Source: an optimization exercise on an open RTL-to-GDS flow (aim: small area). Production flows keep margins and buffers that such runs may drop. The RTL was checked by simulation tests, not by an equivalence proof against the original design. The flow treats the clock pin as an ideal source, which a real chip does not have.

Design regfile_mp, start of the top module:
module regfile_mp #(
  parameter int unsigned XLEN    = 32,
  parameter int unsigned NREGS   = 32,
  parameter int unsigned AW      = 5,
  parameter int unsigned NRP     = 3,
  parameter bit          ZERO_R0 = 1'b1
) (
  input  logic                 clk,
  input  logic                 rst_n,
  input  logic                 clear_req,
  output logic                 init_done,
  input  logic [NRP-1:0]       rd_en,
  input  logic [NRP*AW-1:0]    rd_addr,
  output logic [NRP*XLEN-1:0]  rd_data,
  output logic [NRP-1:0]       rd_busy,
  output logic                 stall,
  input  logic                 wa_en,
  input  logic [AW-1:0]        wa_addr,
  input  logic [XLEN-1:0]      wa_data,
  input  logic                 wb_en,
  input  logic [AW-1:0]        wb_addr,
  input  logic [XLEN-1:0]      wb_data,
  input  logic                 issue_valid,
  input  logic [AW-1:0]        issue_rd
);
  ...
Size in the first run: ~4,400 cells after synthesis, about 200 I/O pins.
Settings: LEC_CHECK=0, CAP_MARGIN=15, CELL_PAD_IN_SITES_DETAIL_PLACEMENT=1, CELL_PAD_IN_SITES_GLOBAL_PLACEMENT=2, CORE_MARGIN=2, CORE_UTILIZATION=27, GPL_TIMING_DRIVEN=0, PLACE_DENSITY=0.38, SETUP_SLACK_MARGIN=0.1, SLEW_MARGIN=15, SYNTH_HIERARCHICAL=1; clock period 7.0 ns.
standard.sh (not shown) runs the stock make flow with config.mk's settings and CLKGATE_MAP_FILE= SYNTH_SCRIPT=/design/flow/synth_recipe.tcl, a recipe that flattens the netlist after the stock synthesis.
==> flow/flow/run.sh <==
#!/bin/bash
# The standard layout (standard.sh: standard synthesis, ORFS flow), with:
#  - port buffers of the smallest buffer cell;
#  - before repair_design: synthesis buffers removed and one buffer per
#    high-fanout net, stronger input port buffers (flow/prebuf.tcl);
#  - clock tree without dummy loads, small leaf buffers, then upsized where a
#    flip-flop clock pin's slew is high (flow/clkfix.tcl);
#  - global routing keeps more of met1/met2 free (flow/fastroute.tcl).
set -euo pipefail
HERE=$(cd "$(dirname "$0")" && pwd)
P=sky130_fd_sc_hd__
export PREBUF_CELL=${PREBUF_CELL:-buf_4}
export PORTBUF_IN_CELL=${PORTBUF_IN_CELL:-buf_4}
export PREBUF_MIN_FANOUT=${PREBUF_MIN_FANOUT:-16}
export CLKFIX_TARGET_NS=${CLKFIX_TARGET_NS:-0.1}
bash standard.sh \
  "BUFFER_PORTS_ARGS=-buffer_cell ${P}buf_1" \
  "PRE_RESIZE_TCL=$HERE/prebuf.tcl" \
  "CTS_ARGS=-sink_clustering_enable -repair_clock_nets -dont_use_dummy_load -root_buf ${P}clkbuf_16 -tree_buf ${P}clkbuf_8 -buf_list ${P}clkbuf_4 -sink_clustering_size 12 -sink_clustering_max_diameter 50" \
  "POST_CTS_TCL=$HERE/clkfix.tcl" \
  "PRE_GLOBAL_ROUTE_TCL=$HERE/fastroute.tcl" \
  ${FLOW_FLOW_TARGET:-finish} > standard_flow.log 2>&1
==> flow/flow/fastroute.tcl <==
# Global routing capacity: keep most of met1 and half of met2 free for pin
# access, pushing long routes to met3 and met4.
set_global_routing_layer_adjustment met1 0.8
set_global_routing_layer_adjustment met2 0.5
set_global_routing_layer_adjustment met3-met5 0.1
==> flow/flow/prebuf.tcl <==
# PRE_RESIZE hook (after global placement and port buffering, before
# repair_design):
#  1. remove the buffers synthesis left inside the design (not the port
#     buffers);
#  2. give every high-fanout signal net one buffer next to its driver, in
#     place of the deep buffer trees repair_design would build.
set pb_block [ord::get_db_block]

proc pb_on_port {net} {
  return [expr {$net ne "NULL" && [llength [$net getBTerms]] > 0}]
}

set pb_rm {}
foreach pb_inst [$pb_block getInsts] {
  set pb_m [$pb_inst getMaster]
  if {![regexp {__(buf|clkbuf)_\d+$} [$pb_m getName]]} continue
  set pb_keep 0
  foreach pb_it [$pb_inst getITerms] {
    if {[$pb_it isInputSignal] || [$pb_it isOutputSignal]} {
      if {[pb_on_port [$pb_it getNet]]} { set pb_keep 1 }
    }
  }
  if {!$pb_keep} { lappend pb_rm [$pb_inst getName] }
}
if {[llength $pb_rm] > 0} {
  # remove_buffers takes instance names as separate arguments; with none
  # it would remove every buffer, the port buffers among them
  remove_buffers {*}$pb_rm
}
puts "prebuf: removed [llength $pb_rm] synthesis buffers"

set pb_cell  sky130_fd_sc_hd__$::env(PREBUF_CELL)
set pb_minfo $::env(PREBUF_MIN_FANOUT)
set pb_count 0
foreach pb_net [$pb_block getNets] {
  if {[$pb_net getSigType] != "SIGNAL"} continue
  # nets on ports (the clock among them) are left alone
  if {[pb_on_port $pb_net]} continue
  set pb_fo [expr {[llength [$pb_net getITerms]] - 1}]
  if {$pb_fo >= $pb_minfo} {
    insert_buffer -buffer_cell $pb_cell -net [$pb_net getName]
    incr pb_count
  }
}
puts "prebuf: inserted $pb_count $pb_cell buffers (fanout >= $pb_minfo)"

# 3. input port buffers drive the address decoders; make them stronger
set pb_in_cell sky130_fd_sc_hd__$::env(PORTBUF_IN_CELL)
set pb_nin 0
foreach pb_inst [$pb_block getInsts] {
  if {![regexp {__buf_\d+$} [[$pb_inst getMaster] getName]]} continue
  foreach pb_it [$pb_inst getITerms] {
    if {![$pb_it isInputSignal]} continue
    set pb_net [$pb_it getNet]
    if {$pb_net eq "NULL"} continue
    foreach pb_bt [$pb_net getBTerms] {
      if {[$pb_bt getIoType] eq "INPUT" && [$pb_bt getName] ne "clk"} {
        replace_cell [get_cells [$pb_inst getName]] $pb_in_cell
        incr pb_nin
      }
    }
  }
}
puts "prebuf: $pb_nin input port buffers set to $pb_in_cell"
Other scripts of this flow, unchanged in this note and not shown: flow/flow/clkfix.tcl
Change:
--- a/flow/flow/run.sh
+++ b/flow/flow/run.sh
@@ -3,5 +3,5 @@
 #  - port buffers of the smallest buffer cell;
 #  - before repair_design: synthesis buffers removed and one buffer per
-#    high-fanout net, stronger input port buffers (flow/prebuf.tcl);
+#    high-fanout net (flow/prebuf.tcl);
 #  - clock tree without dummy loads, small leaf buffers, then upsized where a
 #    flip-flop clock pin's slew is high (flow/clkfix.tcl);
@@ -10,6 +10,5 @@
 HERE=$(cd "$(dirname "$0")" && pwd)
 P=sky130_fd_sc_hd__
-export PREBUF_CELL=${PREBUF_CELL:-buf_4}
-export PORTBUF_IN_CELL=${PORTBUF_IN_CELL:-buf_4}
+export PREBUF_CELL=${PREBUF_CELL:-buf_2}
 export PREBUF_MIN_FANOUT=${PREBUF_MIN_FANOUT:-16}
 export CLKFIX_TARGET_NS=${CLKFIX_TARGET_NS:-0.1}
==> flow/flow/fastroute.tcl (replaced) <==
# Global routing capacity: keep more of met1 and met2 free for pin access,
# pushing long routes to met3 and met4.
set_global_routing_layer_adjustment met1 0.6
set_global_routing_layer_adjustment met2 0.35
set_global_routing_layer_adjustment met3-met5 0.15
--- a/flow/flow/prebuf.tcl
+++ b/flow/flow/prebuf.tcl
@@ -44,21 +44,2 @@
 }
 puts "prebuf: inserted $pb_count $pb_cell buffers (fanout >= $pb_minfo)"
-
-# 3. input port buffers drive the address decoders; make them stronger
-set pb_in_cell sky130_fd_sc_hd__$::env(PORTBUF_IN_CELL)
-set pb_nin 0
-foreach pb_inst [$pb_block getInsts] {
-  if {![regexp {__buf_\d+$} [[$pb_inst getMaster] getName]]} continue
-  foreach pb_it [$pb_inst getITerms] {
-    if {![$pb_it isInputSignal]} continue
-    set pb_net [$pb_it getNet]
-    if {$pb_net eq "NULL"} continue
-    foreach pb_bt [$pb_net getBTerms] {
-      if {[$pb_bt getIoType] eq "INPUT" && [$pb_bt getName] ne "clk"} {
-        replace_cell [get_cells [$pb_inst getName]] $pb_in_cell
-        incr pb_nin
-      }
-    }
-  }
-}
-puts "prebuf: $pb_nin input port buffers set to $pb_in_cell"
- CAP_MARGIN: 15 -> 0
- CORE_UTILIZATION: 27 -> 30
- PLACE_DENSITY: 0.38 -> 0.4
- SETUP_SLACK_MARGIN: 0.1 -> not set
- SLEW_MARGIN: 15 -> 0
Result: The new run completed, yet does not pass: capacitance limit, slew limit, setup timing; wire length drops by a few percent; core utilization climbs by 2.8 points; synthesized area is unchanged; via count drops by a few percent.

==> static timing again, ports no longer ideal <==
No port has a modelled driver above. Below, the same layouts with a new extraction and two added sets of constraints.
Step 1 sets driving cells, clkbuf_16 on the clock port and buf_2 on the other inputs (assumed; they add their load-dependent delay and slew).
Step 2, shift: input delay + t, output delay - t, t = (earliest + latest rising clock arrival at the registers) / 2. This alone moves slack from input paths to output paths.
Three values: ideal ports, drivers, drivers and shift; two values: the first two.
| run | t, ns | slack for setup (ns) | worst setup path at the end | clock arrival spread, ns | pins driven straight from the clock port |
|---|---|---|---|---|---|
| the first run | 0.889 | 0.064 / 0.040 / 0.040 | input to output | 0.098 / 0.097 | 1 |
| the second run | 0.861 | -0.010 / -0.034 / -0.034 | input to output | 0.079 / 0.079 | 1 |
